Source: an optimization exercise on an open RTL-to-GDS flow (aim: small area, a short achievable clock period and few clock cycles per item). Production flows keep margins and buffers that such runs may drop.
Where RTL was checked, it was by simulation tests only, not by an equivalence proof against the original.
Power figures rest on the tool's default switching activity, not on a simulated workload.

// rect_edge_conditional_median_unit
module rect_edge_conditional_median_unit (
  input  wire logic                              clk,
  input  wire logic                              rst,
  input  wire logic                              push,
  input  wire logic                              mode,
  input  wire logic [recm_pkg::PIX_W-1:0]        pixel_in,
  output logic                                   full,
  output logic                                   empty,
  input  wire logic                              pop,
  output logic [recm_pkg::PIX_W-1:0]             pixel_out,
  output logic                                   frame_last,
  input  wire logic                              cfg_write,
  input  wire logic [recm_pkg::CFG_IDX_W-1:0]    cfg_index,
  input  wire logic [recm_pkg::PIX_W-1:0]        cfg_data
);
clock: 4.5 ns
lec_check: 0
cap_margin: 20
core_margin: 2
core_utilization: 40
cts_buf_list: sky130_fd_sc_hd__clkbuf_16
cts_cluster_diameter: 100
cts_cluster_size: 30
setup_slack_margin: 2.0
slew_margin: 20
run.sh (not shown) runs the stock make flow with config.mk's settings and CLKGATE_MAP_FILE= SYNTH_SCRIPT=/design/flow/synth_recipe.tcl, a recipe that flattens the netlist after the stock synthesis.
Next try:
--- a/flow/design.v
+++ b/flow/design.v
@@ -397,49 +397,43 @@
     if (load) begin
       out_pix  <= oldest;
       out_last <= mk_hit;
     end
   end
   assign empty      = empty_r;
   assign pixel_out  = out_pix;
   assign frame_last = out_last;
   logic [3:0] owed;
-  logic [3:0] owed_m2;
-  logic [3:0] owed_m1;
-  logic [3:0] owed_p1;
+  logic [3:0] owed_base;
+  logic [3:0] owed_up;
+  logic [3:0] owed_dn;
   logic       take;
   logic       give;
-  logic       nores;
-  assign owed_m2 = owed - 4'd2;
-  assign owed_m1 = owed - 4'd1;
-  assign owed_p1 = owed + 4'd1;
-  assign take    = push && !full_r;
-  assign give    = pop && !empty_r;
-  assign nores   = acc_r && !rb;
+  assign owed_base = owed - 4'(acc_r && !rb);
+  assign owed_up   = owed_base + 4'd1;
+  assign owed_dn   = owed_base - 4'd1;
+  assign take      = push && !full_r;
+  assign give      = pop && !empty_r;
   always_ff @(posedge clk) begin
     if (rst) begin
       owed   <= '0;
       full_r <= 1'b0;
     end else begin
-      case ({take, give, nores})
-        3'b100: begin
-          owed   <= owed_p1;
-          full_r <= (owed >= 4'(D));
+      case ({take, give})
+        2'b10: begin
+          owed   <= owed_up;
+          full_r <= (owed_up >= 4'(D + 1));
         end
-        3'b000, 3'b110, 3'b101: begin
-          owed   <= owed;
-          full_r <= (owed >= 4'(D + 1));
-        end
-        3'b010, 3'b001, 3'b111: begin
-          owed   <= owed_m1;
-          full_r <= (owed >= 4'(D + 2));
+        2'b01: begin
+          owed   <= owed_dn;
+          full_r <= (owed_dn >= 4'(D + 1));
         end
         default: begin
-          owed   <= owed_m2;
-          full_r <= (owed >= 4'(D + 3));
+          owed   <= owed_base;
+          full_r <= (owed_base >= 4'(D + 1));
         end
       endcase
     end
   end
   assign full = full_r;
 endmodule
 `default_nettype wire
Effect:
- area after synthesis stays flat
- setup slack gains 110 ps
- combinational power came out higher by about a fifth
- fmax increases by a few percent
- wire length went down by a few percent
- die area is about the same
- non-clock buffer count decreases by 3
- cell area barely changes
- clock-buffer cell count came out higher by 1
- sequential cell count is unchanged
- via count went down by a few percent
No run of this note included a check of the RTL's function; only the layout flow was run.

--- another note on this design; it stands on its own ---

Design rect_edge_conditional_median_unit, start of the top module:
module rect_edge_conditional_median_unit (
  input  wire logic                              clk,
  input  wire logic                              rst,
  input  wire logic                              push,
  input  wire logic                              mode,
  input  wire logic [recm_pkg::PIX_W-1:0]        pixel_in,
  output logic                                   full,
  output logic                                   empty,
  input  wire logic                              pop,
  output logic [recm_pkg::PIX_W-1:0]             pixel_out,
  output logic                                   frame_last,
  input  wire logic                              cfg_write,
  input  wire logic [recm_pkg::CFG_IDX_W-1:0]    cfg_index,
  input  wire logic [recm_pkg::PIX_W-1:0]        cfg_data
);
  localparam int D = recm_pkg::OQ_DEPTH;
  logic [5:0] cfg_left;
  logic [5:0] cfg_top;
  logic [6:0] cfg_width;
  logic [6:0] cfg_height;
  logic [7:0] cfg_mean;
  always_ff @(posedge clk) begin
    if (rst) begin
      cfg_left   <= '0;
      cfg_top    <= '0;
      cfg_width  <= '0;
      cfg_height <= '0;
      cfg_mean   <= '0;
    end else if (cfg_write) begin
      case (cfg_index)
        3'd0: cfg_left   <= cfg_data[5:0];
        3'd1: cfg_top    <= cfg_data[5:0];
        3'd2: cfg_width  <= cfg_data[6:0];
        3'd3: cfg_height <= cfg_data[6:0];
        3'd4: cfg_mean   <= cfg_data;
        default: begin
        end
      endcase
    end
  end
  logic       full_r;
  logic       acc_r;
  logic       adv_r;
  ...
==> flow/config.mk <==
export PLATFORM = sky130hd
export DESIGN_NAME = rect_edge_conditional_median_unit
export DESIGN_NICKNAME = rect_edge_conditional_median_unit
export VERILOG_FILES = /design/flow/design.v
export SDC_FILE = /design/flow/constraint.sdc
export NUM_CORES = 4
export LEC_CHECK = 0
export CAP_MARGIN = 20
export CORE_MARGIN = 2
export CORE_UTILIZATION = 40
export CTS_BUF_LIST = sky130_fd_sc_hd__clkbuf_16
export CTS_CLUSTER_DIAMETER = 100
export CTS_CLUSTER_SIZE = 30
export SETUP_SLACK_MARGIN = 2.25
export SLEW_MARGIN = 20
export SYNTH_HIERARCHICAL = 1
export SYNTH_MINIMUM_KEEP_SIZE = 0
==> flow/constraint.sdc <==
create_clock -name core_clock -period 4.5 [get_ports {clk}]
set_input_delay 0.9000 -clock core_clock [delete_from_list [all_inputs] [get_ports {clk}]]
set_output_delay 0.9000 -clock core_clock [all_outputs]
set_load 0.01 [all_outputs]
run.sh (not shown) runs the stock make flow with config.mk's settings and CLKGATE_MAP_FILE= SYNTH_SCRIPT=/design/flow/synth_recipe.tcl, a recipe that flattens the netlist after the stock synthesis.
Testbench counts at the start, summed over its fixed seeds: cycles 33,316, items 32,768.
Rerun with:
Settings changed: SETUP_SLACK_MARGIN 2.25 to 2.0.
Count of clock-buffer cells in the layout does not change. Global-route usage came out lower by 0.25 points. Die area stays the same. Routed wire length goes down by 2.9%. Synthesized area stays the same. Setup slack loses 0.085 ns. Non-clock buffer count drops by 31. Synthesized cell count does not change. Final area goes down by 1.3%. Clock skew hardly moves. Final cell count shrinks by 0.85%.

Starting RTL as in the previous note.
clock: 4.5 ns
lec_check: 0
cap_margin: 20
core_margin: 2
core_utilization: 40
cts_buf_list: sky130_fd_sc_hd__clkbuf_16
cts_cluster_diameter: 100
cts_cluster_size: 30
setup_slack_margin: 2.2
slew_margin: 20
The baseline produced a clean layout.
Testbench counts at the start, summed over its fixed seeds: cycles 33,316, items 32,768.
==> next run, changes <==
- CORE_UTILIZATION: 40 -> 55
- SETUP_SLACK_MARGIN: 2.2 -> 2.25
- SYNTH_HIERARCHICAL: not set -> 1
- SYNTH_MINIMUM_KEEP_SIZE: not set -> 0
After rerunning: The changed run completed with no timing, DRC or antenna violations; wire length went up slightly; cell count came out lower by a few percent; setup slack improves by 120 ps; clock skew rose by 10 ps; total power rose slightly; final area went up slightly; count of clock-buffer cells in the layout shrinks by 1; register-to-register slack is better by 120 ps; clock power barely changes; worst hold slack improved by 5.3 ps.

re-timing with driven ports:
The flow's constraints put no driver on any port. The routed layouts listed below were extracted and timed again, unchanged, in two steps. Step 1: set_driving_cell puts a clkbuf_16 on clk and a buf_2 on each other input, an assumption about the parent block. Step 2 also shifts input and output timing later by t, the mid clock arrival at the registers, as if the neighbouring blocks saw the same clock. Three values: ideal, step 1, step 2; two values: the first two.
run	t, ns	setup WS [ns]	slew at the worst register clock pin (ns)	worst slew at a driven data input, ns	pins driven straight from the clock port
the first run of note 1	0.731	1.892 / 1.904 / 1.194	0.12 / 0.12	0.12	1
the second run of note 1	0.728	2.002 / 2.002 / 1.570	0.12 / 0.12	0.04	1
the first run of note 2	0.746	2.194 / 2.194 / 1.611	0.12 / 0.12	0.08	1
the second run of note 2	0.746	2.109 / 2.109 / 1.555	0.12 / 0.12	0.08	1
the first run of note 3	0.722	2.121 / 2.121 / 1.603	0.12 / 0.12	0.09	1
the second run of note 3	0.700	2.242 / 2.236 / 1.729	0.12 / 0.12	0.06	1
After both steps setup and hold are still met in every run listed. The setup slack of the first run of note 1, which loses most, moves by +0.012 ns with the drivers and by -0.698 ns with both steps.
